This is an optimization exercise on Yosys and OpenROAD, whose aim is small area, a short achievable clock period and few clock cycles per item, not a production implementation.
Function was checked by simulation only, so behaviour that the tests miss may differ from the original.
Power and IR drop assume default switching activity.

`run.sh`:
```
#!/bin/bash
# synth_recipe.tcl (not shown) runs the flow's synth.tcl, then flattens the netlist and writes it again
# the make line also repeats each setting of config.mk as NAME=value (left out here)
make -C /OpenROAD-flow-scripts/flow DESIGN_CONFIG=/design/flow/config.mk WORK_HOME=/design/flow/orfs CLKGATE_MAP_FILE= SYNTH_SCRIPT=/design/flow/synth_recipe.tcl finish
```
`config.mk`:
```
export PLATFORM = sky130hd
export DESIGN_NAME = bounded_deque_with_value_delete
export DESIGN_NICKNAME = bounded_deque_with_value_delete
export VERILOG_FILES = /design/flow/design.v
export SDC_FILE = /design/flow/constraint.sdc
export NUM_CORES = 4
export LEC_CHECK = 0
export CAP_MARGIN = 20
export CORE_MARGIN = 2
export CORE_UTILIZATION = 55
export CTS_CLUSTER_DIAMETER = 100
export CTS_CLUSTER_SIZE = 30
export SETUP_SLACK_MARGIN = 2.3
export SLEW_MARGIN = 20
```
`constraint.sdc`:
```
create_clock -name core_clock -period 5.0 [get_ports {clock}]
set_input_delay 1.0000 -clock core_clock [delete_from_list [all_inputs] [get_ports {clock}]]
set_output_delay 1.0000 -clock core_clock [all_outputs]
set_load 0.01 [all_outputs]
```
`design.v`:
```
package bdq_pkg;
   localparam int DEF_DEPTH      = 16;
   localparam int DEF_DATA_WIDTH = 32;
   localparam int ACTION_W = 3;
   localparam int VALUE_W  = 32;
   localparam int INDEX_W  = 4;
   localparam int STATUS_W = 2;
   localparam int POS_W    = 4;
   localparam int COUNT_W  = 5;
   localparam logic [ACTION_W-1:0] ACT_PUSH_TAIL = 3'd0;
   localparam logic [ACTION_W-1:0] ACT_PUSH_HEAD = 3'd1;
   localparam logic [ACTION_W-1:0] ACT_POP_HEAD  = 3'd2;
   localparam logic [ACTION_W-1:0] ACT_POP_TAIL  = 3'd3;
   localparam logic [ACTION_W-1:0] ACT_DELETE    = 3'd4;
   localparam logic [ACTION_W-1:0] ACT_READ      = 3'd5;
   localparam logic [ACTION_W-1:0] ACT_FIND      = 3'd6;
   localparam logic [STATUS_W-1:0] ST_OK    = 2'd0;
   localparam logic [STATUS_W-1:0] ST_FULL  = 2'd1;
   localparam logic [STATUS_W-1:0] ST_EMPTY = 2'd2;
   localparam logic [STATUS_W-1:0] ST_RANGE = 2'd3;
   function automatic logic [15:0] prefix_or(input logic [15:0] x);
      logic [15:0] p;
      p = x;
      p = p | {p[14:0], 1'b0};
      p = p | {p[13:0], 2'b0};
      p = p | {p[11:0], 4'b0};
      p = p | {p[7:0], 8'b0};
      prefix_or = p;
   endfunction
   function automatic logic ge2(input logic [15:0] x);
      logic [7:0] a1, t1;
      logic [3:0] a2, t2;
      logic [1:0] a3, t3;
      for (int i = 0; i < 8; i++) begin
         a1[i] = x[2*i] | x[2*i+1];
         t1[i] = x[2*i] & x[2*i+1];
      end
      for (int i = 0; i < 4; i++) begin
         a2[i] = a1[2*i] | a1[2*i+1];
         t2[i] = t1[2*i] | t1[2*i+1] | (a1[2*i] & a1[2*i+1]);
      end
      for (int i = 0; i < 2; i++) begin
         a3[i] = a2[2*i] | a2[2*i+1];
         t3[i] = t2[2*i] | t2[2*i+1] | (a2[2*i] & a2[2*i+1]);
      end
      ge2 = t3[0] | t3[1] | (a3[0] & a3[1]);
   endfunction
   function automatic logic [15:0] thermo(input logic [3:0] h);
      thermo = 16'hFFFF << h;
   endfunction
endpackage
module bdq_mem #(
   parameter int DEPTH = bdq_pkg::DEF_DEPTH,
   parameter int WIDTH = bdq_pkg::DEF_DATA_WIDTH
) (
   input  logic                   clock,
   input  logic [DEPTH-1:0]       sel_v,
   input  logic [DEPTH-1:0]       sel_r,
   input  logic [WIDTH-1:0]       wr_data,
   output logic [DEPTH*WIDTH-1:0] ent
);
   logic [WIDTH-1:0] e [DEPTH];
   for (genvar i = 0; i < DEPTH; i++) begin : g_ent
      logic hold;
      assign hold = !(sel_v[i] || sel_r[i]);
      always_ff @(posedge clock) begin
         e[i] <= ({WIDTH{hold}}     & e[i])
               | ({WIDTH{sel_v[i]}} & wr_data)
               | ({WIDTH{sel_r[i]}} & e[(i + 1) % DEPTH]);
      end
      assign ent[i*WIDTH +: WIDTH] = e[i];
   end
endmodule
module bounded_deque_with_value_delete #(
   parameter int DEPTH      = bdq_pkg::DEF_DEPTH,
   parameter int DATA_WIDTH = bdq_pkg::DEF_DATA_WIDTH
) (
   input  logic                               clock,
   input  logic                               reset,
   input  logic                               req_valid,
   output logic                               req_stall,
   input  logic [bdq_pkg::ACTION_W-1:0]       req_action,
   input  logic signed [bdq_pkg::VALUE_W-1:0] req_value,
   input  logic [bdq_pkg::INDEX_W-1:0]        req_index,
   output logic                               rsp_valid,
   input  logic                               rsp_stall,
   output logic [bdq_pkg::STATUS_W-1:0]       rsp_status,
   output logic signed [bdq_pkg::VALUE_W-1:0] rsp_read_data,
   output logic                               rsp_found,
   output logic [bdq_pkg::POS_W-1:0]          rsp_position,
   output logic [bdq_pkg::COUNT_W-1:0]        rsp_count
);
   localparam int N = 16;
   localparam int W = bdq_pkg::VALUE_W;
   logic            sv;                   
   logic [2:0]      s_act;
   logic [W-1:0]    s_val;
   logic [3:0]      s_idx;
   logic            av;                   
   logic [2:0]      a_act;
   logic [W-1:0]    a_val;
   logic [3:0]      a_idx;
   logic            bv;                   
   logic [2:0]      b_act;
   logic [W-1:0]    b_val;
   logic [3:0]      b_idx;
   logic [N-1:0]    b_eq;                 
   logic            acc, a_load, a_move, b_load, b_done, go, rsp_free;
   assign req_stall = sv;
   assign acc       = req_valid && !sv;
   logic [3:0]      hd;                   
   logic [3:0]      tp1;                  
   logic [N-1:0]    upper;                
   logic [3:0]      b_rds;                
   logic [4:0]      cnt;                  
   logic [N-1:0]    live;                 
   logic [N*W-1:0]  ent;
   logic [W-1:0]    e [N];
   logic [3:0]      rel [N];              
   logic [N-1:0]    m, ma, mb, pa, pb, xa, xb, t, tx, f;
   logic [N-1:0]    oh_hd, oh_hm1, oh_tl, oh_tp1;
   logic [N-1:0]    sel_v, sel_r, live_set, live_clr;
   logic [N-1:0]    a_eq, a_eq_in, b_eq_in;
   logic            a_eq_b;
   logic            full, empty, any, anya, two;
   logic            is_pt, is_ph, is_pp, is_pl, is_del, is_rd, is_fd;
   logic            ok_push, ok_pop;
   logic [3:0]      hd_m1, hd_p1;
   assign hd_m1 = hd - 4'd1;
   assign hd_p1 = hd + 4'd1;
   for (genvar i = 0; i < N; i++) begin : g_slot
      assign e[i]      = ent[i*W +: W];
      assign rel[i]    = 4'(i) - hd;
      assign oh_hd[i]  = (hd == 4'(i));
      assign oh_tp1[i] = (tp1 == 4'(i));
      assign oh_hm1[i] = oh_hd[(i + 1) % N];
      assign oh_tl[i]  = oh_tp1[(i + 1) % N];
      assign a_eq[i]   = (e[i] == a_val);
   end
   assign a_eq_b = (a_val == b_val);
   assign m = b_eq & live;
   assign ma = m & upper;
   assign mb = m & ~upper;
   assign pa = bdq_pkg::prefix_or(ma);
   assign pb = bdq_pkg::prefix_or(mb);
   assign xa = {pa[N-2:0], 1'b0};
   assign xb = {pb[N-2:0], 1'b0};
   assign anya  = pa[N-1];
   assign any   = anya | pb[N-1];
   assign t     = (upper & pa) | (~upper & ({N{anya}} | pb));
   assign tx    = (upper & xa) | (~upper & ({N{anya}} | xb));
   assign f     = m & ~tx;
   assign two   = bdq_pkg::ge2(m);
   assign full  = cnt[4];
   assign empty = !(|live);
   assign is_pt  = (b_act == bdq_pkg::ACT_PUSH_TAIL);
   assign is_ph  = (b_act == bdq_pkg::ACT_PUSH_HEAD);
   assign is_pp  = (b_act == bdq_pkg::ACT_POP_HEAD);
   assign is_pl  = (b_act == bdq_pkg::ACT_POP_TAIL);
   assign is_del = (b_act == bdq_pkg::ACT_DELETE);
   assign is_rd  = (b_act == bdq_pkg::ACT_READ);
   assign is_fd  = (b_act == bdq_pkg::ACT_FIND);
   assign rsp_free = !rsp_valid || !rsp_stall;
   assign go       = bv && rsp_free;
   assign b_done   = go && !(is_del && two);
   assign b_load   = !bv || b_done;
   assign a_move   = av && b_load;
   assign a_load   = !av || b_load;
   assign ok_push  = go && (is_pt || is_ph) && !full;
   assign ok_pop   = go && (is_pp || is_pl) && !empty;
   assign sel_v    = {N{ok_push}} & (is_ph ? oh_hm1 : oh_tp1);
   assign sel_r    = {N{go && is_del}} & t;
   assign live_set = sel_v;
   assign live_clr = (({N{ok_pop}} & (is_pp ? oh_hd : oh_tl))
                   | ({N{go && is_del && any}} & oh_tl));
   always_comb begin
      for (int i = 0; i < N; i++) begin
         a_eq_in[i] = sel_v[i] ? a_eq_b : (sel_r[i] ? a_eq[(i + 1) % N] : a_eq[i]);
         b_eq_in[i] = sel_r[i] ? b_eq[(i + 1) % N] : b_eq[i];
      end
   end
   bdq_mem #(
      .DEPTH (N),
      .WIDTH (W)
   ) u_mem (
      .clock   (clock),
      .sel_v   (sel_v),
      .sel_r   (sel_r),
      .wr_data (b_val),
      .ent     (ent)
   );
   logic [4:0] cnt_in;
   logic [3:0] hd_in, tp1_in;
   always_comb begin
      cnt_in = cnt;
      if (ok_push) begin
         cnt_in = cnt + 5'd1;
      end else if (ok_pop || (go && is_del && any)) begin
         cnt_in = cnt - 5'd1;
      end
      hd_in = hd;
      if (ok_push && is_ph) hd_in = hd_m1;
      if (ok_pop && is_pp)  hd_in = hd_p1;
      tp1_in = tp1;
      if (ok_push && is_pt) tp1_in = tp1 + 4'd1;
      if ((ok_pop && is_pl) || (go && is_del && any)) tp1_in = tp1 - 4'd1;
   end
   logic [1:0]   r_status;
   logic [W-1:0] r_data;
   logic         r_found;
   logic [3:0]   r_pos;
   logic         idx_ok;
   logic [3:0]   rd_slot;
   assign idx_ok  = (5'(b_idx) < cnt);
   assign rd_slot = b_rds;
   always_comb begin
      r_status = bdq_pkg::ST_OK;
      if ((is_pt || is_ph) && full)       r_status = bdq_pkg::ST_FULL;
      else if ((is_pp || is_pl) && empty) r_status = bdq_pkg::ST_EMPTY;
      else if (is_rd && !idx_ok)          r_status = bdq_pkg::ST_RANGE;
      r_data  = (is_rd && idx_ok) ? e[rd_slot] : '0;
      r_found = is_fd && any;
      r_pos   = '0;
      for (int i = 0; i < N; i++) begin
         r_pos = r_pos | ({4{f[i]}} & rel[i]);
      end
      if (!is_fd) r_pos = '0;
   end
   logic         rv;
   logic [1:0]   q_status;
   logic [W-1:0] q_data;
   logic         q_found;
   logic [3:0]   q_pos;
   logic [4:0]   q_cnt;
   always_ff @(posedge clock) begin
      if (reset) begin
         sv   <= 1'b0;
         av   <= 1'b0;
         bv   <= 1'b0;
         rv   <= 1'b0;
         cnt  <= '0;
         hd    <= '0;
         tp1   <= '0;
         upper <= '1;
         live <= '0;
      end else begin
         sv   <= (sv || acc) && !a_load;
         if (a_load) av <= sv || acc;
         if (b_load) bv <= av;
         if (rsp_free) rv <= b_done;
         cnt  <= cnt_in;
         hd    <= hd_in;
         tp1   <= tp1_in;
         upper <= bdq_pkg::thermo(hd_in);
         live <= (live | live_set) & ~live_clr;
      end
   end
   always_ff @(posedge clock) begin
      if (!sv) begin
         s_act <= req_action;
         s_val <= req_value;
         s_idx <= req_index;
      end
      if (a_load) begin
         a_act <= sv ? s_act : req_action;
         a_val <= sv ? s_val : req_value;
         a_idx <= sv ? s_idx : req_index;
      end
      if (b_load) begin
         b_act <= a_act;
         b_val <= a_val;
         b_idx <= a_idx;
         b_rds <= hd_in + a_idx;
      end
      b_eq <= b_load ? a_eq_in : b_eq_in;
      if (rsp_free) begin
         q_status <= r_status;
         q_data   <= r_data;
         q_found  <= r_found;
         q_pos    <= r_pos;
         q_cnt    <= cnt_in;
      end
   end
   assign rsp_valid     = rv;
   assign rsp_status    = q_status;
   assign rsp_read_data = q_data;
   assign rsp_found     = q_found;
   assign rsp_position  = q_pos;
   assign rsp_count     = q_cnt;
endmodule
```
==> flow_metrics.py, run 1 <==
metrics = {
    "yosys": {
        "synth_common_cells": "nand2_1 (1,106), a22oi_1 (697), dfxtp_1 (599)",
        "synthesis.area_mm2": 0.0383,
        "ys_types": 79,
        "synth_cells": 4453,
        "synth_nets": 4523,
        "synth.top_cell.area_share_pct": 31.3,
        "synth_warnings": 5,
        "synth_adder_area_share_pct": 0.928,
        "synth_top_family_by_area": "simple AND/OR/NAND/NOR gates",
        "synth_compound_area_share_pct": 18.9,
        "muxShareOfSynthArea_pct": 1.47,
        "async_flop_share_pct": 0,
        "synth_area_leaders": "dfxtp_1 (31%), a22oi_1 (14%), edfxtp_1 (11%)",
        "ys_ff_latch": 741,
        "synth_flop_cell": "dfxtp_1",
        "synth-simple-area-share_pct": 19.4,
        "synth_area_leader_cell": "dfxtp_1",
        "synthMostInstantiatedCell": "nand2_1",
        "yosysSeqAreaShare_pct": 42.4,
        "synth_area_per_cell_um2": 8.60,
        "synth_xor_area_share_pct": 12.9,
        "synth-edff-count": 142,
    },
    "cts": {
        "cts_max_level": 2,
        "ctsLongestPathBuffers": 3,
        "cts_buffers": 35,
        "cts_sinks": 741,
        "cts_root_buf": "clkbuf_16",
    },
    "placement": {
        "hpwl_um": 155000,
        "gp_congestion": 1.23,
        "io_buffers": 88,
        "dp_cells": 5299,
        "placed_area_mm2": 0.0411,
    },
    "floorplan": {
        "die_h_um": 268,
        "die_w_um": 268,
        "rows": 96,
        "io_pins": 89,
        "initial_core_util_pct": 55.6,
    },
    "global_route": {
        "grt_use_total_pct": 80.4,
        "grt_overflow_total": 245,
        "grt_max_degree": 37,
    },
    "status": {
        "lastStage": "global routing (5_1_grt)",
        "error": "[ERROR GRT-0232] Routing congestion too high. Check the congestion heatmap in the GUI.",
        "outcome": "aborted with a tool error",
    },
}
## layer usage
metal  track usage [%]  GRT overflow
met4              76.2           101
met1              82.3             8
met2              90.6           128
met3              70.8             7
met5              49.7             1
## repair_timing
item / CTS
endpoints found under the setup margin: 714
resized for setup: 568
hold buffers: 0
pin swaps: 237
gates cloned: 43
buffers inserted: 197
## how the worst min path moves through the flow
stage	end
2_1_floorplan	b_act[0]
3_3_place_gp	b_act[2]
3_5_place_dp	b_act[1]
4_1_cts	b_act[1]
## power groups by stage
| stage | clock, mW | sequential, mW | combinational [mW] |
|---|---|---|---|
| after floorplan | 0 | 6.79 | 1.25 |
| after global placement | 0 | 7.06 | 2.36 |
| after detailed placement | 0 | 7.07 | 2.37 |
| after CTS | 3.62 | 6.91 | 2.65 |
## through the flow
| step | setup slack (ns) | power [mW] |
|---|---|---|
| floorplan | 1.91 | 8.03 |
| detailed placement | 1.02 | 9.44 |
| CTS | 2.05 | 13.2 |
| global placement | 1.06 | 9.42 |
## cell families after synthesis
group           Yosys count
mux                      51
flops                   741
buf+inv                 389
simple gates           1696
compound gates          986
xor+xnor                562
fa+ha+maj                28
Testbench counts, summed over its fixed seeds: cycles 12,189, items 12,000.
==> run 2, diff against run 1 <==
--- a/design.v
+++ b/design.v
@@ -45,6 +45,27 @@
       end
       ge2 = t3[0] | t3[1] | (a3[0] & a3[1]);
    endfunction
+   function automatic logic ge3(input logic [15:0] x);
+      logic [15:0] a, b, c;
+      logic [15:0] na, nb, nc;
+      a = x;
+      b = '0;
+      c = '0;
+      for (int w = 16; w > 1; w = w / 2) begin
+         na = '0;
+         nb = '0;
+         nc = '0;
+         for (int i = 0; i < w / 2; i++) begin
+            na[i] = a[2*i] | a[2*i+1];
+            nb[i] = b[2*i] | b[2*i+1] | (a[2*i] & a[2*i+1]);
+            nc[i] = c[2*i] | c[2*i+1] | (b[2*i] & a[2*i+1]) | (a[2*i] & b[2*i+1]);
+         end
+         a = na;
+         b = nb;
+         c = nc;
+      end
+      ge3 = c[0];
+   endfunction
    function automatic logic [15:0] thermo(input logic [3:0] h);
       thermo = 16'hFFFF << h;
    endfunction
@@ -92,10 +113,6 @@
 );
    localparam int N = 16;
    localparam int W = bdq_pkg::VALUE_W;
-   logic            sv;                   
-   logic [2:0]      s_act;
-   logic [W-1:0]    s_val;
-   logic [3:0]      s_idx;
    logic            av;                   
    logic [2:0]      a_act;
    logic [W-1:0]    a_val;
@@ -105,9 +122,11 @@
    logic [W-1:0]    b_val;
    logic [3:0]      b_idx;
    logic [N-1:0]    b_eq;                 
+   logic            b_del2;               
+   logic            a_del2;
    logic            acc, a_load, a_move, b_load, b_done, go, rsp_free;
-   assign req_stall = sv;
-   assign acc       = req_valid && !sv;
+   assign req_stall = av && bv && ((rv && rsp_stall) || b_del2);
+   assign acc       = req_valid && !req_stall;
    logic [3:0]      hd;                   
    logic [3:0]      tp1;                  
    logic [N-1:0]    upper;                
@@ -122,7 +141,7 @@
    logic [N-1:0]    sel_v, sel_r, live_set, live_clr;
    logic [N-1:0]    a_eq, a_eq_in, b_eq_in;
    logic            a_eq_b;
-   logic            full, empty, any, anya, two;
+   logic            full, empty, any, anya;
    logic            is_pt, is_ph, is_pp, is_pl, is_del, is_rd, is_fd;
    logic            ok_push, ok_pop;
    logic [3:0]      hd_m1, hd_p1;
@@ -138,6 +157,9 @@
       assign a_eq[i]   = (e[i] == a_val);
    end
    assign a_eq_b = (a_val == b_val);
+   assign a_del2 = (a_act == bdq_pkg::ACT_DELETE)
+                && (bdq_pkg::ge2(a_eq & live)
+                    || ((|(a_eq & live)) && (is_pt || is_ph) && a_eq_b));
    assign m = b_eq & live;
    assign ma = m & upper;
    assign mb = m & ~upper;
@@ -150,7 +172,6 @@
    assign t     = (upper & pa) | (~upper & ({N{anya}} | pb));
    assign tx    = (upper & xa) | (~upper & ({N{anya}} | xb));
    assign f     = m & ~tx;
-   assign two   = bdq_pkg::ge2(m);
    assign full  = cnt[4];
    assign empty = !(|live);
    assign is_pt  = (b_act == bdq_pkg::ACT_PUSH_TAIL);
@@ -162,7 +183,7 @@
    assign is_fd  = (b_act == bdq_pkg::ACT_FIND);
    assign rsp_free = !rsp_valid || !rsp_stall;
    assign go       = bv && rsp_free;
-   assign b_done   = go && !(is_del && two);
+   assign b_done   = go && !(is_del && b_del2);
    assign b_load   = !bv || b_done;
    assign a_move   = av && b_load;
    assign a_load   = !av || b_load;
@@ -234,7 +255,6 @@
    logic [4:0]   q_cnt;
    always_ff @(posedge clock) begin
       if (reset) begin
-         sv   <= 1'b0;
          av   <= 1'b0;
          bv   <= 1'b0;
          rv   <= 1'b0;
@@ -244,8 +264,7 @@
          upper <= '1;
          live <= '0;
       end else begin
-         sv   <= (sv || acc) && !a_load;
-         if (a_load) av <= sv || acc;
+         if (a_load) av <= acc;
          if (b_load) bv <= av;
          if (rsp_free) rv <= b_done;
          cnt  <= cnt_in;
@@ -256,15 +275,10 @@
       end
    end
    always_ff @(posedge clock) begin
-      if (!sv) begin
-         s_act <= req_action;
-         s_val <= req_value;
-         s_idx <= req_index;
-      end
       if (a_load) begin
-         a_act <= sv ? s_act : req_action;
-         a_val <= sv ? s_val : req_value;
-         a_idx <= sv ? s_idx : req_index;
+         a_act <= req_action;
+         a_val <= req_value;
+         a_idx <= req_index;
       end
       if (b_load) begin
          b_act <= a_act;
@@ -272,7 +286,9 @@
          b_idx <= a_idx;
          b_rds <= hd_in + a_idx;
       end
-      b_eq <= b_load ? a_eq_in : b_eq_in;
+      b_eq   <= b_load ? a_eq_in : b_eq_in;
+      if (b_load)  b_del2 <= a_del2;
+      else if (go) b_del2 <= is_del && bdq_pkg::ge3(m);
       if (rsp_free) begin
          q_status <= r_status;
          q_data   <= r_data;
--- a/config.mk
+++ b/config.mk
@@ -7,8 +7,6 @@
 export LEC_CHECK = 0
 export CAP_MARGIN = 20
 export CORE_MARGIN = 2
-export CORE_UTILIZATION = 55
-export CTS_CLUSTER_DIAMETER = 100
-export CTS_CLUSTER_SIZE = 30
-export SETUP_SLACK_MARGIN = 2.3
+export CORE_UTILIZATION = 50
+export SETUP_SLACK_MARGIN = 1.8
 export SLEW_MARGIN = 20
==> run 2 against run 1 <==
  * Now clean on timing, DRC and antenna
  * Area after synthesis is 1.4% lower
  * Synthesized cell count is 0.45% higher
==> flow_metrics.py, run 2 <==
metrics = {
    "route": {
        "first_pass_iters": 14,
        "wl_um": 208000,
        "ant_nets": 0,
        "drt-vias-per-instance": 7.11,
        "drc": 0,
        "vias": 40200,
        "initialDrtViolationCount": 7784,
        "wl_per_cell_um": 36.8,
    },
    "yosys": {
        "ys_ff_latch": 702,
        "synth.top_cell.area_share_pct": 29.6,
        "synthMostInstantiatedCell": "nand2_1",
        "synth_area_leader_cell": "dfxtp_1",
        "synth_area_leaders": "dfxtp_1 (30%), a22oi_1 (14%), edfxtp_1 (11%)",
        "synth_area_per_cell_um2": 8.44,
        "yosysSeqAreaShare_pct": 41.0,
        "synth_nets": 4543,
        "synth_cells": 4473,
        "ys_types": 83,
        "synth-edff-count": 143,
        "async_flop_share_pct": 0,
        "synth_flop_cell": "dfxtp_1",
        "synth_common_cells": "nand2_1 (1,123), a22oi_1 (694), dfxtp_1 (559)",
        "synthesis.area_mm2": 0.0377,
        "synth_warnings": 5,
    },
    "sta": {
        "fin_crit_sh_pct": 69.6,
        "max_freq_mhz": 287,
        "period_needed_ns": 3.48,
        "slew_headroom_pct": 5.43,
        "setup_ws_ns": 1.52,
        "fin_skew_ns": 0.0325,
        "finalHoldWorstSlack_ns": 0.465,
        "fin_tns_setup_ns": 0,
        "finalHoldViolations": 0,
        "maxSlewViolCount": 0,
        "worstMarginPinSlew_ns": 1.42,
        "setup_violations": 0,
        "rsz0062_at_grt": "true",
    },
    "floorplan": {
        "initial_core_util_pct": 50.6,
        "rows": 100,
        "die_h_um": 279,
        "io_pins": 89,
        "die_w_um": 279,
        "core_area_mm2": 0.0746,
        "fp.dieArea_mm2": 0.0777,
    },
    "cts": {
        "hold_buffers": 0,
        "cts_sinks": 702,
        "cts_max_level": 3,
        "clk_pin_slew_ns": 0.07,
        "clk_latency_ns": 0.67,
        "ctsLongestPathBuffers": 3,
        "cts_buffers": 80,
        "cts_tree": "built",
        "cts_root_buf": "clkbuf_16",
    },
    "global_route": {
        "grt_util_met3_pct": 21.8,
        "grt_first_pass_wirelength_um": 286000,
        "top_usage_layer": "met2",
        "grt_max_degree": 49,
        "antenna_found_initial": 9,
        "grt_use_total_pct": 51.9,
        "grt_pass1_vias": 36400,
        "grt_use_met1_pct": 66.8,
        "grt_overflow_total": 0,
        "grt_use_met2_pct": 69.4,
    },
    "critical_path": {
        "required_ns": 5.48,
        "r2r-start": "b_rds[1]",
        "slowest_delay_ns": 1.25,
        "cp.depth": 6,
        "cp_cell_sequence": "nand2_1 -> nor2_2 -> a22oi_1 -> nand4_1 -> o22ai_2 -> nor2_1",
        "path_class": "reg -> reg",
        "start_kind": "flop",
        "ff2ff_setup_slack_ns": 1.52,
        "critPathCaptureType": "flop",
        "critPathSlowestCell": "nor2_2",
        "reg2reg_to": "q_data[19]",
        "path_delay_family": "simple AND/OR/NAND/NOR gates",
        "path_buf_inv": 0,
        "ff2ff_path_depth": 6,
        "path_max_fanout": 10,
        "arrival_ns": 3.96,
    },
    "hold_path": {
        "whs_path_depth": 0,
        "hp-class": "reg -> reg",
        "holdPathEnd": "b_act[0]",
        "worstHoldStart": "a_act[0]",
    },
    "placement": {
        "hpwl_um": 144000,
        "io_buffers": 88,
        "dp_cells": 5357,
        "gp_congestion": 1.14,
        "dpl_worst_slack_ns": 0.786,
    },
    "finish": {
        "final_common_cell": "nand2_1",
        "ff_latch_area_mm2": 0.0155,
        "nets": 4674,
        "regMostFlops": "u_mem.e",
        "mostFrequentLayoutCells": "nand2_1 (1,116), a22oi_1 (691), dfxtp_1 (553)",
        "fill_cells": 6700,
        "area_growth_pct": 20.1,
        "largest_register_ffs": 512,
        "layout.cells.non_filler": 5649,
        "drive_gt1_share_pct": 13.8,
        "multiInputGateArea_mm2": 0.0218,
    },
    "power": {
        "seq_power_share_pct": 44.2,
        "finalPower_mw": 14.1,
        "intPower_mw": 9.82,
        "power_frac_comb_pct": 13.4,
        "ir_drop_v": 0.000319,
        "swShare_pct": 30.5,
        "clkPwrFrac_pct": 42.4,
        "p_sw_mw": 4.31,
        "leakage_nw": 18.6,
        "p_per_area_mw_per_mm2": 312,
    },
    "job": {
        "maxCapViolCount": 0,
    },
    "status": {
        "outcome": "no timing/DRC/antenna violations",
    },
}
[run 2: cell count changes after synthesis, sizes merged, moves of 18 or more]
cell / delta
buf: -18
or3: +19
mux2: -32
dfxtp: -40
nor2: -41
xnor2: -79
clkbuf: +42
a31oi: +19
xor2: +71
[run 2: cell type report]
type / count / share of cell area, %
flip-flops and latches: 702 / 34.2
diodes: 8 / 0.0442
clock inverters: 41 / 0.886
inverters: 33 / 0.282
well taps: 969 / 2.68
clock buffers: 109 / 4.86
multi-input cells: 3355 / 48.1
repair buffers: 432 / 9.02
[run 2: worst max-delay path by stage]
stage	start	slack, ns	end
5_1_grt	a_val[7]	1.64	b_del2
2_1_floorplan	rsp_stall	1.69	b_rds[3]
6_report	b_rds[1]	1.52	q_data[19]
4_1_cts	b_rds[2]	1.68	q_data[5]
3_3_place_gp	rsp_stall	0.83	b_eq[11]
3_5_place_dp	rsp_stall	0.79	b_eq[11]
[run 2: through the flow]
step | instance area [um^2] | util, %
4_1_cts | 44600 | 59.8
5_1_grt | 45300 | 60.8
3_3_place_gp | 40500 | 54.3
6_report | 45300 | 60.8
3_5_place_dp | 40500 | 54.4
2_1_floorplan | 37800 | -
[run 2: cell families after synthesis]
kind of cell | share of synthesized area [%]
and+or+nand+nor | 20.3
AOI/OAI and AO/OA | 19.9
DFF | 41.0
xor gates and xnor gates | 12.9
buffers and inverters | 4.44
adders and majority gates | 1.07
muxes | 0.411
[run 2: power groups by stage]
stage	clock network, mW	logic, mW	registers [mW]
after floorplan	0	0.800	6.18
after global placement	0	1.52	6.40
after detailed placement	0	1.52	6.40
after CTS	5.97	1.70	6.22
after global routing	6.18	1.86	6.25
final	5.99	1.89	6.24
[run 2: repair_timing]
action | CTS | global route
pin swaps | 15 | 27
gates cloned | 3 | 2
endpoints found under the setup margin | 469 | 340
resized for setup | 86 | 65
setup buffers | 81 | 48
[run 2: routing by layer]
| layer | share of wire, % | wire length [um] |
|---|---|---|
| met1 | 36 | 74900 |
| met2 | 38 | 78400 |
| met3 | 17 | 35000 |
| met4 | 9.3 | 19300 |
| met5 | 0.14 | 293 |
Testbench counts of run 2, summed over its fixed seeds: cycles 12,191, items 12,000.
==> run 3, diff against run 2 <==
--- a/design.v
+++ b/design.v
@@ -130,7 +130,7 @@
    logic [3:0]      hd;                   
    logic [3:0]      tp1;                  
    logic [N-1:0]    upper;                
-   logic [3:0]      b_rds;                
+   logic [N-1:0]    b_rsel;               
    logic [4:0]      cnt;                  
    logic [N-1:0]    live;                 
    logic [N*W-1:0]  ent;
@@ -231,15 +231,17 @@
    logic         r_found;
    logic [3:0]   r_pos;
    logic         idx_ok;
-   logic [3:0]   rd_slot;
    assign idx_ok  = (5'(b_idx) < cnt);
-   assign rd_slot = b_rds;
    always_comb begin
       r_status = bdq_pkg::ST_OK;
       if ((is_pt || is_ph) && full)       r_status = bdq_pkg::ST_FULL;
       else if ((is_pp || is_pl) && empty) r_status = bdq_pkg::ST_EMPTY;
       else if (is_rd && !idx_ok)          r_status = bdq_pkg::ST_RANGE;
-      r_data  = (is_rd && idx_ok) ? e[rd_slot] : '0;
+      r_data  = '0;
+      for (int i = 0; i < N; i++) begin
+         r_data = r_data | ({W{b_rsel[i]}} & e[i]);
+      end
+      if (!(is_rd && idx_ok)) r_data = '0;
       r_found = is_fd && any;
       r_pos   = '0;
       for (int i = 0; i < N; i++) begin
@@ -284,7 +286,7 @@
          b_act <= a_act;
          b_val <= a_val;
          b_idx <= a_idx;
-         b_rds <= hd_in + a_idx;
+         b_rsel <= N'(1) << (hd_in + a_idx);
       end
       b_eq   <= b_load ? a_eq_in : b_eq_in;
       if (b_load)  b_del2 <= a_del2;
--- a/config.mk
+++ b/config.mk
@@ -8,5 +8,7 @@
 export CAP_MARGIN = 20
 export CORE_MARGIN = 2
 export CORE_UTILIZATION = 50
+export CTS_CLUSTER_DIAMETER = 60
+export CTS_CLUSTER_SIZE = 20
 export SETUP_SLACK_MARGIN = 1.8
 export SLEW_MARGIN = 20
==> run 3 against run 2 <==
  * Worst setup slack got worse by 0.067 ns
  * Critical path type unchanged
  * Sequential cell count increased by 12
  * Power decreased by 5.5%
  * Area after synthesis increased by 1.4%
  * Combinational power decreased by 9%
==> flow_metrics.py, run 3 <==
metrics = {
    "finish": {
        "final_common_cell": "nand2_1",
        "finish.utilization_pct": 58.6,
        "drive_gt1_share_pct": 12.3,
        "fin_area_mm2": 0.0444,
        "fill_cells": 6881,
        "area_growth_pct": 16.0,
        "multiInputGateArea_mm2": 0.0213,
        "ff_latch_area_mm2": 0.0159,
        "mostFrequentLayoutCells": "nand2_1 (915), a22oi_1 (557), dfxtp_1 (546)",
        "largest_register_ffs": 512,
        "layout.cells.non_filler": 5454,
        "nets": 4490,
        "regMostFlops": "u_mem.e",
    },
    "placement": {
        "io_buffers": 88,
        "dp_cells": 5217,
        "placed_area_mm2": 0.0406,
        "gp_congestion": 1.12,
        "hpwl_um": 132000,
    },
    "sta": {
        "finalHoldViolations": 0,
        "max_freq_mhz": 282,
        "slew_headroom_pct": 27.5,
        "fin_crit_sh_pct": 70.9,
        "fin_skew_ns": 0.0470,
        "maxSlewViolCount": 0,
        "worstMarginPinSlew_ns": 1.09,
        "fin_tns_setup_ns": 0,
        "setup_violations": 0,
        "period_needed_ns": 3.55,
        "rsz0062_at_grt": "true",
    },
    "yosys": {
        "async_flop_share_pct": 0,
        "yosysSeqAreaShare_pct": 41.4,
        "synth_nets": 4423,
        "ys_ff_latch": 714,
        "synth_area_per_cell_um2": 8.79,
        "synth_area_leader_cell": "dfxtp_1",
        "ys_types": 93,
        "synth_common_cells": "nand2_1 (921), dfxtp_1 (559), a22oi_1 (557)",
        "synth-edff-count": 155,
        "synth_area_leaders": "dfxtp_1 (29%), xnor2_1 (12%), edfxtp_1 (12%)",
        "synthMostInstantiatedCell": "nand2_1",
        "synth_warnings": 5,
        "synthesis.area_mm2": 0.0383,
        "synth_flop_cell": "dfxtp_1",
        "synth_cells": 4353,
        "synth.top_cell.area_share_pct": 29.2,
    },
    "critical_path": {
        "ff2ff_setup_slack_ns": 1.45,
        "r2r-start": "a_val[8]",
        "reg2reg_to": "b_del2",
        "arrival_ns": 4.01,
        "ff2ff_path_depth": 9,
        "path_max_fanout": 8,
        "required_ns": 5.46,
        "start_kind": "flop",
        "path_class": "reg -> reg",
        "critPathCaptureType": "flop",
    },
    "power": {
        "p_per_area_mw_per_mm2": 300,
        "leakage_nw": 17.3,
        "ir_drop_v": 0.000284,
        "finalPower_mw": 13.3,
    },
    "floorplan": {
        "fp.dieArea_mm2": 0.0788,
        "core_area_mm2": 0.0758,
        "io_pins": 89,
        "initial_core_util_pct": 50.5,
        "die_h_um": 281,
        "rows": 101,
        "die_w_um": 281,
    },
    "route": {
        "wl_per_cell_um": 36.2,
        "wl_met3_um": 27400,
        "drc": 0,
        "vias": 38600,
        "wl_um": 197000,
        "ant_nets": 0,
        "met2_length_um": 79100,
        "first_pass_iters": 7,
        "drt-met1-wl_um": 70800,
        "top_layer": "met5",
        "drt-vias-per-instance": 7.08,
        "initialDrtViolationCount": 6599,
    },
    "cts": {
        "clk_pin_slew_ns": 0.09,
        "cts_max_level": 2,
        "ctsLongestPathBuffers": 3,
        "cts_tree": "built",
        "clk_latency_ns": 0.70,
        "cts_buffers": 61,
        "cts_root_buf": "clkbuf_16",
        "cts_sinks": 714,
    },
    "global_route": {
        "grt_overflow_total": 0,
        "antenna_found_initial": 14,
        "grt_max_degree": 48,
        "grt_use_total_pct": 49.0,
        "grt_pass1_vias": 35300,
        "grt_first_pass_wirelength_um": 272000,
    },
    "hold_path": {
        "worstHoldStart": "a_act[2]",
        "hp-class": "reg -> reg",
        "whs_path_depth": 0,
        "holdPathEnd": "b_act[2]",
    },
    "job": {
        "maxCapViolCount": 0,
    },
    "status": {
        "outcome": "no timing/DRC/antenna violations",
    },
}
[run 3: cells by family after synthesis]
logic type / Yosys count / synth area share [%]
AO/OA/AOI/OAI: 1135 / 22.2
adder cells (fa/ha/maj): 29 / 0.955
buffers and inverters: 452 / 4.95
flip-flops: 714 / 41.4
multiplexers: 21 / 0.566
XOR/XNOR: 561 / 12.9
AND/OR/NAND/NOR: 1441 / 17.0
[run 3: report_power, final]
group	switching (mW)	internal, mW	leakage, nW
Sequential	0.320	6.06	6.29
Combinational	1.12	0.603	9.95
Clock	2.68	2.57	1.04
Total	4.12	9.22	17.3
[run 3: how the worst max path moves through the flow]
stage | slack (ns) | to | from | depth (start not counted)
6_report | 1.45 | b_del2 | a_val[8] | 9
3_5_place_dp | 0.71 | b_rsel[12] | rsp_stall | 14
4_1_cts | 1.52 | b_del2 | a_val[12] | 9
3_3_place_gp | 0.83 | b_rsel[12] | rsp_stall | 14
2_1_floorplan | 1.54 | b_rsel[12] | rsp_stall | 14
5_1_grt | 1.51 | b_del2 | a_val[10] | 9
[run 3: critical path, cell delays in order (launching register included)]
cell and delay [ns]:
edfxtp_1 0.42, buf_12 0.17, xnor2_1 0.62, nand4_1 0.37, nor4_2 0.62, nand3_1 0.22, nand4_1 0.16, nor2_1 0.07
maj3_1 0.36, a21oi_1 0.29
[run 3: what timing repair did]
action / 4_1_cts / 5_1_grt
gates cloned: 2 / 1
hold buffers: 0 / 0
gates resized for setup: 43 / 62
setup endpoints to repair: 312 / 208
pin swaps: 10 / 19
setup buffers: 74 / 41
[run 3: per-layer routing]
metal | GRT usage, % | vias to the layer above
met4 | 39.8 | 16
met3 | 16.9 | 1063
li1 | - | 15900
met5 | 0 | -
met2 | 68.2 | 3347
met1 | 61.1 | 18300
[run 3: metrics by stage]
stage / setup WS, ns / hold slack, ns
floorplan: 1.54 / 0.421
global placement: 0.828 / 0.429
detailed placement: 0.706 / 0.440
CTS: 1.52 / 0.453
global route: 1.51 / 0.468
finish: 1.45 / 0.455
[run 3: final cells by class]
| class | count | share of cell area, % |
|---|---|---|
| multi-input cells | 3189 | 48.1 |
| flip-flops and latches | 714 | 35.7 |
| repair buffers | 368 | 7.82 |
| clock buffers | 69 | 3.62 |
| well taps | 978 | 2.76 |
| clock inverters | 47 | 1.18 |
| inverters | 85 | 0.783 |
| repair inverters | 1 | 0.0254 |
| diodes | 3 | 0.0169 |
Testbench counts of run 3, summed over its fixed seeds: cycles 12,191, items 12,000.
==> run 4, diff against run 3 <==
--- a/config.mk
+++ b/config.mk
@@ -10,5 +10,5 @@
 export CORE_UTILIZATION = 50
 export CTS_CLUSTER_DIAMETER = 60
 export CTS_CLUSTER_SIZE = 20
-export SETUP_SLACK_MARGIN = 1.8
+export SETUP_SLACK_MARGIN = 2.0
 export SLEW_MARGIN = 20
==> run 4 against run 3 <==
  * Still clean
  * Sequential cell count stayed put
  * Clock skew fell by 0.0025 ns
  * Cell count grew 1.1%
  * Critical path depth grew 1
  * Power rose by 3.4%
  * Die area unchanged
  * Worst setup slack improved by 0.16 ns
  * Register-to-register slack improved by 0.16 ns
  * Via count increased by 1.2%
  * Critical path type unchanged
==> flow_metrics.py, run 4 <==
metrics = {
    "yosys": {
        "synth_flop_cell": "dfxtp_1",
        "synthMostInstantiatedCell": "nand2_1",
        "synth_area_per_cell_um2": 8.79,
        "synth_area_leader_cell": "dfxtp_1",
        "synthesis.area_mm2": 0.0383,
        "synth_cells": 4353,
        "synth-edff-count": 155,
        "synth_common_cells": "nand2_1 (921), dfxtp_1 (559), a22oi_1 (557)",
        "synth_warnings": 5,
        "async_flop_share_pct": 0,
        "synth_nets": 4423,
        "ys_ff_latch": 714,
        "yosysSeqAreaShare_pct": 41.4,
        "ys_types": 93,
        "synth_area_leaders": "dfxtp_1 (29%), xnor2_1 (12%), edfxtp_1 (12%)",
        "synth.top_cell.area_share_pct": 29.2,
    },
    "power": {
        "p_per_area_mw_per_mm2": 303,
        "clkPwrFrac_pct": 40.7,
        "ir_drop_v": 0.000360,
        "intPower_mw": 9.61,
        "leakage_nw": 17.9,
        "seq_power_share_pct": 46.2,
        "power_frac_comb_pct": 13.1,
        "p_sw_mw": 4.18,
        "swShare_pct": 30.3,
    },
    "finish": {
        "largest_register_ffs": 512,
        "nets": 4552,
        "area_growth_pct": 18.8,
        "fill_cells": 6734,
        "regMostFlops": "u_mem.e",
        "multiInputGateArea_mm2": 0.0217,
        "ff_latch_area_mm2": 0.0159,
        "drive_gt1_share_pct": 14.6,
        "mostFrequentLayoutCells": "nand2_1 (912), a22oi_1 (556), dfxtp_1 (539)",
        "final_common_cell": "nand2_1",
        "finish.utilization_pct": 60.0,
    },
    "sta": {
        "setup_violations": 0,
        "slew_headroom_pct": 13.9,
        "max_freq_mhz": 295,
        "fin_skew_ns": 0.0445,
        "fin_crit_sh_pct": 67.7,
        "period_needed_ns": 3.39,
        "finalHoldViolations": 0,
        "maxSlewViolCount": 0,
        "finalHoldWorstSlack_ns": 0.449,
        "fin_tns_setup_ns": 0,
        "rsz0062_at_grt": "true",
        "setup_ws_ns": 1.61,
        "worstMarginPinSlew_ns": 1.29,
    },
    "cts": {
        "cts_tree": "built",
        "clk_pin_slew_ns": 0.08,
        "cts_root_buf": "clkbuf_16",
        "cts_buffers": 67,
        "cts_max_level": 3,
        "clk_latency_ns": 0.66,
        "cts_sinks": 714,
        "hold_buffers": 0,
        "ctsLongestPathBuffers": 3,
    },
    "floorplan": {
        "rows": 101,
        "die_w_um": 281,
        "fp.dieArea_mm2": 0.0788,
        "core_area_mm2": 0.0758,
        "initial_core_util_pct": 50.5,
        "io_pins": 89,
        "die_h_um": 281,
    },
    "critical_path": {
        "path_class": "reg -> reg",
        "critPathCaptureType": "flop",
        "critPathSlowestCell": "nand4_1",
        "path_buf_inv": 2,
        "arrival_ns": 3.82,
        "start_kind": "flop",
        "required_ns": 5.43,
        "path_max_fanout": 17,
        "slowest_delay_ns": 0.49,
        "path_delay_family": "simple AND/OR/NAND/NOR gates",
        "cp_cell_sequence": "buf_4 -> xnor2_2 -> nand4_1 -> nor4_2 -> buf_4 -> nand3_1 -> nand4_1 -> nor2_1 -> maj3_1 -> a21oi_1",
    },
    "global_route": {
        "grt_use_total_pct": 50.6,
        "grt_first_pass_wirelength_um": 280000,
        "grt_use_met2_pct": 68.7,
        "antenna_found_initial": 7,
        "grt_max_degree": 44,
        "grt_use_met1_pct": 64.3,
        "grt_pass1_vias": 35300,
        "grt_overflow_total": 0,
        "top_usage_layer": "met2",
        "grt_util_met3_pct": 18.8,
    },
    "route": {
        "ant_nets": 0,
        "drt-vias-per-instance": 7.08,
        "wl_um": 203000,
        "first_pass_iters": 9,
        "vias": 39000,
        "initialDrtViolationCount": 6887,
        "drc": 0,
        "wl_per_cell_um": 36.9,
    },
    "placement": {
        "hpwl_um": 134000,
        "io_buffers": 88,
        "gp_congestion": 1.08,
        "dpl_worst_slack_ns": 0.693,
    },
    "job": {
        "maxCapViolCount": 0,
    },
    "hold_path": {
        "hp-class": "reg -> reg",
    },
    "status": {
        "outcome": "no timing/DRC/antenna violations",
    },
}
run 4: final timing paths:
check	startpoint	slack [ns]	cells past startpoint	to
max	a_val[21]	1.61	10	b_del2
min	a_act[1]	0.45	0	b_act[1]
max reg2reg	a_val[21]	1.61	10	b_del2
min reg2reg	a_act[1]	0.45	0	b_act[1]
run 4: cell type report:
cell class	instances	area share, %
well taps	978	2.69
repair buffers	423	8.63
diodes	2	0.0110
repair inverters	1	0.0358
multi-input cells	3190	47.8
clock inverters	43	1.16
flip-flops and latches	714	34.9
clock buffers	78	3.96
inverters	85	0.771
run 4: metrics by stage:
stage | cell area [um^2] | power [mW] | cells
detailed placement | 40500 | 7.98 | 5211
finish | 45500 | 13.8 | 5514
floorplan | 38300 | 7.23 | 4353
CTS | 44700 | 13.6 | 5467
global route | 45500 | 14.0 | 5512
global placement | 40500 | 7.98 | 5209
run 4: power by group through the flow:
stage,clock network [mW],logic (mW),registers [mW]
floorplan,0,0.897,6.33
global placement,0,1.41,6.57
detailed placement,0,1.41,6.57
CTS,5.59,1.63,6.36
global route,5.81,1.79,6.39
finish,5.61,1.80,6.37
run 4: routing by layer:
layer  routed length (um)  share of wire [%]
met1                73300                 36
met5                   96              0.047
met2                79300                 39
met3                30600                 15
met4                20000                9.8
run 4: repair_timing:
| action | CTS | global route |
|---|---|---|
| gates resized for setup | 105 | 88 |
| setup buffers | 131 | 44 |
| cloned | 4 | 0 |
| setup endpoints to repair | 561 | 397 |
| pin swaps | 28 | 32 |
run 4: cells by family after synthesis:
family                     after synthesis  synth area share (%)
AOI/OAI and AO/OA                     1135                  22.2
xor gates and xnor gates               561                  12.9
adders and majority gates               29                 0.955
buffers and inverters                  452                  4.95
DFF                                    714                  41.4
muxes                                   21                 0.566
and+or+nand+nor                       1441                  17.0
==> run 5, diff against run 4 <==
--- a/config.mk
+++ b/config.mk
@@ -7,8 +7,8 @@
 export LEC_CHECK = 0
 export CAP_MARGIN = 20
 export CORE_MARGIN = 2
-export CORE_UTILIZATION = 50
+export CORE_UTILIZATION = 55
 export CTS_CLUSTER_DIAMETER = 60
 export CTS_CLUSTER_SIZE = 20
-export SETUP_SLACK_MARGIN = 2.0
+export SETUP_SLACK_MARGIN = 1.8
 export SLEW_MARGIN = 20
==> run 5 against run 4 <==
  * Power shrank 3.7%
  * Clock skew is 0.0029 ns higher
  * Register-to-register slack improved by 0.10 ns
  * First-iteration DRC count rose by 7.1%
  * Largest cell class unchanged
  * Highest routed layer is now met4
==> flow_metrics.py, run 5 <==
metrics = {
    "hold_path": {
        "holdPathEnd": "b_act[1]",
        "whs_path_depth": 0,
        "hp-class": "reg -> reg",
        "worstHoldStart": "a_act[1]",
    },
    "route": {
        "first_pass_iters": 10,
        "wl_um": 190000,
        "drt-vias-per-instance": 7.15,
        "drc": 0,
        "initialDrtViolationCount": 7379,
        "wl_per_cell_um": 35.1,
        "ant_nets": 0,
        "vias": 38700,
    },
    "floorplan": {
        "die_w_um": 268,
        "core_area_mm2": 0.0687,
        "initial_core_util_pct": 55.7,
        "fp.dieArea_mm2": 0.0717,
        "die_h_um": 268,
        "io_pins": 89,
        "rows": 96,
    },
    "yosys": {
        "ys_types": 93,
        "synth_area_leaders": "dfxtp_1 (29%), xnor2_1 (12%), edfxtp_1 (12%)",
        "synth_flop_cell": "dfxtp_1",
        "synth_nets": 4423,
        "synth_area_per_cell_um2": 8.79,
        "synth-edff-count": 155,
        "synth_cells": 4353,
        "ys_ff_latch": 714,
        "synthMostInstantiatedCell": "nand2_1",
        "synth_warnings": 5,
        "synth.top_cell.area_share_pct": 29.2,
        "synthesis.area_mm2": 0.0383,
        "yosysSeqAreaShare_pct": 41.4,
        "synth_area_leader_cell": "dfxtp_1",
        "synth_common_cells": "nand2_1 (921), dfxtp_1 (559), a22oi_1 (557)",
        "async_flop_share_pct": 0,
    },
    "cts": {
        "clk_latency_ns": 0.70,
        "cts_buffers": 60,
        "cts_tree": "built",
        "clk_pin_slew_ns": 0.08,
        "cts_root_buf": "clkbuf_16",
        "ctsLongestPathBuffers": 3,
        "cts_sinks": 714,
        "cts_max_level": 2,
    },
    "finish": {
        "finish.utilization_pct": 64.8,
        "drive_gt1_share_pct": 13.0,
        "final_common_cell": "nand2_1",
        "regMostFlops": "u_mem.e",
        "multiInputGateArea_mm2": 0.0216,
        "area_growth_pct": 16.3,
        "mostFrequentLayoutCells": "nand2_1 (912), a22oi_1 (557), dfxtp_1 (550)",
        "fin_area_mm2": 0.0445,
        "nets": 4498,
        "ff_latch_area_mm2": 0.0159,
        "fill_cells": 5944,
        "largest_register_ffs": 512,
    },
    "power": {
        "p_per_area_mw_per_mm2": 298,
        "ir_drop_v": 0.000337,
        "leakage_nw": 17.4,
    },
    "global_route": {
        "grt_first_pass_wirelength_um": 266000,
        "antenna_found_initial": 5,
        "grt_overflow_total": 0,
        "grt_max_degree": 45,
        "grt_pass1_vias": 35700,
        "grt_use_total_pct": 52.1,
    },
    "critical_path": {
        "critPathCaptureType": "flop",
        "ff2ff_path_depth": 10,
        "path_class": "reg -> reg",
        "required_ns": 5.50,
        "path_max_fanout": 4,
        "reg2reg_to": "b_del2",
        "start_kind": "flop",
        "r2r-start": "a_val[1]",
        "arrival_ns": 3.78,
        "ff2ff_setup_slack_ns": 1.72,
    },
    "status": {
        "outcome": "no timing/DRC/antenna violations",
    },
    "sta": {
        "finalHoldWorstSlack_ns": 0.450,
        "slew_headroom_pct": 26.1,
        "maxSlewViolCount": 0,
        "fin_skew_ns": 0.0473,
        "finalHoldViolations": 0,
        "rsz0062_at_grt": "true",
        "max_freq_mhz": 305,
        "fin_tns_setup_ns": 0,
        "setup_violations": 0,
        "worstMarginPinSlew_ns": 1.11,
        "period_needed_ns": 3.28,
        "fin_crit_sh_pct": 65.7,
    },
    "placement": {
        "hpwl_um": 129000,
        "gp_congestion": 1.11,
        "placed_area_mm2": 0.0406,
        "io_buffers": 88,
    },
    "job": {
        "maxCapViolCount": 0,
    },
}
## run 5: cell families (layout without fill, tap and decap cells)
group | after synthesis | count (layout) | synth area share, %
other | 0 | 5 | 0
xor gates and xnor gates | 561 | 561 | 12.9
AOI/OAI and AO/OA | 1135 | 1135 | 22.2
and+or+nand+nor | 1441 | 1441 | 17.0
adders and majority gates | 29 | 29 | 0.955
muxes | 21 | 21 | 0.566
buffers and inverters | 452 | 579 | 4.95
DFF | 714 | 714 | 41.4
## run 5: power by group
| group | switching [mW] | leakage, nW | internal (mW) |
|---|---|---|---|
| Sequential | 0.318 | 6.28 | 6.06 |
| Combinational | 1.06 | 10.1 | 0.603 |
| Clock | 2.67 | 1.03 | 2.57 |
## run 5: final cells by class
| cell class | instances | share of cell area [%] |
|---|---|---|
| clock buffers | 68 | 3.56 |
| repair inverters | 2 | 0.0731 |
| repair buffers | 378 | 7.52 |
| clock inverters | 46 | 1.26 |
| flip-flops and latches | 714 | 35.6 |
| diodes | 5 | 0.0281 |
| inverters | 85 | 0.782 |
| well taps | 931 | 2.62 |
| multi-input cells | 3187 | 48.5 |
## run 5: per-stage QoR
stage	setup slack (ns)	power, mW	cells
floorplan	1.54	7.23	4353
detailed placement	0.546	7.90	5192
global route	1.76	13.5	5412
finish	1.72	13.3	5416
global placement	0.712	7.90	5191
CTS	1.81	13.1	5388
## run 5: critical path, cell delays in order, from the launching register on
cell and delay, ns:
edfxtp_1 0.46, buf_4 0.22, xnor2_4 0.32, nand4_1 0.31, nor4_2 0.35, buf_4 0.22
or3b_4 0.42, nand4_1 0.13, nor2_1 0.06, maj3_2 0.36, a21oi_2 0.23
## run 5: worst max path at each step
| stage | start | end | slack (ns) | depth (start not counted) |
|---|---|---|---|---|
| 2_1_floorplan | rsp_stall | b_rsel[12] | 1.54 | 14 |
| 3_3_place_gp | rsp_stall | b_rsel[1] | 0.71 | 13 |
| 3_5_place_dp | rsp_stall | b_rsel[12] | 0.55 | 13 |
| 4_1_cts | b_eq[4] | u_mem.e[9][1] | 1.81 | 9 |
| 5_1_grt | rsp_stall | b_rsel[13] | 1.76 | 16 |
| 6_report | a_val[1] | b_del2 | 1.72 | 10 |
## run 5: routing by layer
metal  share of wire [%]  track usage, %  vias up
met1                  35            65.5    18100
met2                  39            71.9     3613
met5                   0               0        -
met4                  10            42.5        0
met3                  15            17.9     1104
li1                    -               -    15900
## run 5: repair_timing
action	CTS	global route
hold endpoints to repair	0	0
pin swaps	16	25
setup buffers	80	22
gates cloned	2	0
hold buffers	0	0
setup endpoints to repair	221	146
resized for setup	64	60
==> run 6, diff against run 5 <==
--- a/config.mk
+++ b/config.mk
@@ -7,7 +7,7 @@
 export LEC_CHECK = 0
 export CAP_MARGIN = 20
 export CORE_MARGIN = 2
-export CORE_UTILIZATION = 55
+export CORE_UTILIZATION = 60
 export CTS_CLUSTER_DIAMETER = 60
 export CTS_CLUSTER_SIZE = 20
 export SETUP_SLACK_MARGIN = 1.8
==> run 6 against run 5 <==
  * Critical path depth unchanged
  * Sequential power barely moved
  * Area after synthesis stayed put
==> flow_metrics.py, run 6 <==
metrics = {
    "status": {
        "outcome": "no timing/DRC/antenna violations",
    },
    "critical_path": {
        "arrival_ns": 4.06,
        "critPathCaptureType": "flop",
        "path_class": "reg -> reg",
        "start_kind": "flop",
        "path_max_fanout": 15,
        "required_ns": 5.47,
    },
    "yosys": {
        "async_flop_share_pct": 0,
        "synth_nets": 4423,
        "synth_flop_cell": "dfxtp_1",
        "synth-edff-count": 155,
        "synth_area_per_cell_um2": 8.79,
        "synth_warnings": 5,
        "synth.top_cell.area_share_pct": 29.2,
        "synthesis.area_mm2": 0.0383,
        "synthMostInstantiatedCell": "nand2_1",
        "synth_area_leader_cell": "dfxtp_1",
        "ys_ff_latch": 714,
        "yosysSeqAreaShare_pct": 41.4,
        "synth_common_cells": "nand2_1 (921), dfxtp_1 (559), a22oi_1 (557)",
        "synth_cells": 4353,
        "ys_types": 93,
        "synth_area_leaders": "dfxtp_1 (29%), xnor2_1 (12%), edfxtp_1 (12%)",
    },
    "floorplan": {
        "io_pins": 89,
        "rows": 92,
        "die_h_um": 257,
        "die_w_um": 257,
        "initial_core_util_pct": 60.7,
        "fp.dieArea_mm2": 0.0658,
        "core_area_mm2": 0.0631,
    },
    "placement": {
        "io_buffers": 88,
        "gp_congestion": 1.12,
        "hpwl_um": 127000,
    },
    "global_route": {
        "grt_use_met1_pct": 69.1,
        "grt_first_pass_wirelength_um": 266000,
        "grt_util_met3_pct": 24.1,
        "grt_pass1_vias": 36300,
        "grt_max_degree": 48,
        "top_usage_layer": "met2",
        "grt_use_total_pct": 56.1,
        "antenna_found_initial": 6,
        "grt_use_met2_pct": 75.6,
        "grt_overflow_total": 0,
    },
    "job": {
        "maxCapViolCount": 0,
    },
    "hold_path": {
        "hp-class": "reg -> reg",
    },
    "sta": {
        "fin_tns_setup_ns": 0,
        "finalHoldWorstSlack_ns": 0.457,
        "finalHoldViolations": 0,
        "worstMarginPinSlew_ns": 1.15,
        "fin_skew_ns": 0.0618,
        "slew_headroom_pct": 23.4,
        "max_freq_mhz": 278,
        "fin_crit_sh_pct": 71.8,
        "maxSlewViolCount": 0,
        "rsz0062_at_grt": "true",
        "setup_violations": 0,
        "period_needed_ns": 3.59,
    },
    "finish": {
        "largest_register_ffs": 512,
        "regMostFlops": "u_mem.e",
        "drive_gt1_share_pct": 12.3,
        "nets": 4510,
        "fill_cells": 5081,
        "area_growth_pct": 15.0,
        "final_common_cell": "nand2_1",
        "mostFrequentLayoutCells": "nand2_1 (916), a22oi_1 (557), dfxtp_1 (553)",
    },
    "cts": {
        "cts_max_level": 2,
        "cts_buffers": 53,
        "hold_buffers": 0,
        "clk_pin_slew_ns": 0.08,
        "cts_tree": "built",
        "cts_sinks": 714,
        "cts_root_buf": "clkbuf_16",
        "ctsLongestPathBuffers": 3,
        "clk_latency_ns": 0.70,
    },
    "power": {
        "ir_drop_v": 0.000297,
        "p_per_area_mw_per_mm2": 290,
        "leakage_nw": 17.2,
    },
    "route": {
        "vias": 39700,
        "first_pass_iters": 10,
        "drt-vias-per-instance": 7.45,
        "drc": 0,
        "wl_per_cell_um": 35.8,
        "wl_um": 191000,
        "ant_nets": 0,
        "initialDrtViolationCount": 7752,
    },
}
## run 6: cell count changes in the layout (fill, tap and decap cells not counted), sizes merged, moves of 2 or more
cell,previous run,this run
clkinv,27,18
diode,5,3
inv,99,96
clkbuf,68,66
clkinvlp,4,2
buf,290,308
## run 6: final cells by class
type | count | area [um^2] | area share [%]
diodes | 3 | 7.51 | 0.0171
clock buffers | 66 | 1430 | 3.24
clock inverters | 31 | 357 | 0.810
inverters | 85 | 352 | 0.799
multi-input cells | 3188 | 21300 | 48.5
flip-flops and latches | 714 | 15900 | 36.0
well taps | 846 | 1060 | 2.40
repair buffers | 396 | 3600 | 8.17
repair inverters | 2 | 32.5 | 0.0739
## run 6: layer usage
layer,vias up,part of all wire [%]
li1,15900,-
met1,18300,33
met2,4112,38
met3,1362,17
met4,10,11
met5,-,0.044
## run 6: logic make-up after synthesis
group | synth area share, %
compound gates | 22.2
xor+xnor | 12.9
fa+ha+maj | 0.955
buf+inv | 4.95
flops | 41.4
mux | 0.566
simple gates | 17.0
## run 6: worst paths after layout
path | cells after the start | to | start | slack [ns]
worst max-delay path | 10 | b_del2 | a_val[5] | 1.41
worst max register to register | 10 | b_del2 | a_val[5] | 1.41
worst min register to register | 0 | b_act[0] | a_act[0] | 0.46
worst min-delay path | 0 | b_act[0] | a_act[0] | 0.46
## run 6: power by group
part	internal, mW	switching, mW	leakage (nW)
clock network	2.22	2.46	0.869
logic	0.620	1.09	10.1
registers	6.05	0.345	6.28
total	8.90	3.89	17.2
## run 6: worst max-delay path, cell delays in order (launching register included)
cell	delay, ns
edfxtp_1	0.55
buf_4	0.36
xnor2_1	0.21
nand4_1	0.46
nor4_1	0.49
buf_4	0.24
nand3_1	0.14
nand4_1	0.18
nor2_1	0.06
maj3_1	0.38
a21oi_2	0.28
## run 6: repair_timing
action | CTS | global route
pin swaps | 15 | 15
setup buffers | 107 | 24
cloned | 3 | 0
setup endpoints to repair | 443 | 245
resized for setup | 43 | 38
## run 6: per-stage QoR
stage	worst slack (ns)	total power [mW]	instances	cell area, um^2	util [%]
finish	1.41	12.8	5331	44000	69.8
global route	1.56	12.9	5328	44000	69.8
CTS	1.68	12.5	5302	43500	69.0
detailed placement	0.592	7.91	5095	40500	64.2
global placement	0.765	7.90	5092	40400	64.1
floorplan	1.54	7.23	4353	38300	-

==> port drivers added, routing unchanged <==
Ports are ideal in the flow. The routed layouts listed here were re-timed in OpenROAD.
Step 1 sets driving cells, clkbuf_16 on the clock port and buf_2 on the other inputs (assumed; they add their load-dependent delay and slew).
Step 2, shift: input delay + t, output delay - t, t = (earliest + latest rising clock arrival at the registers) / 2. This alone moves slack from input paths to output paths.
a / b / c = ideal / step 1 / step 2; a / b = the first two.
run | t (ns) | setup WS [ns] | worst hold slack (ns) | worst setup path after step 2 | worst slew at a driven data input, ns
run 2 | 0.729 | 1.520 / 1.520 / 1.246 | 0.465 / 0.465 / 0.465 | input to register | 0.06
run 3 | 0.756 | 1.453 / 1.453 / 1.392 | 0.455 / 0.455 / 0.455 | input to register | 0.13
run 4 | 0.714 | 1.613 / 1.613 / 1.491 | 0.449 / 0.449 / 0.449 | input to register | 0.10
run 5 | 0.746 | 1.717 / 1.717 / 1.222 | 0.450 / 0.450 / 0.450 | input to register | 0.11
run 6 | 0.744 | 1.409 / 1.409 / 1.138 | 0.457 / 0.457 / 0.457 | input to register | 0.11
After both steps setup and hold are still met in every run listed. The setup slack of run 5, which loses most, moves by 0.000 ns with the drivers and by -0.495 ns with both steps.
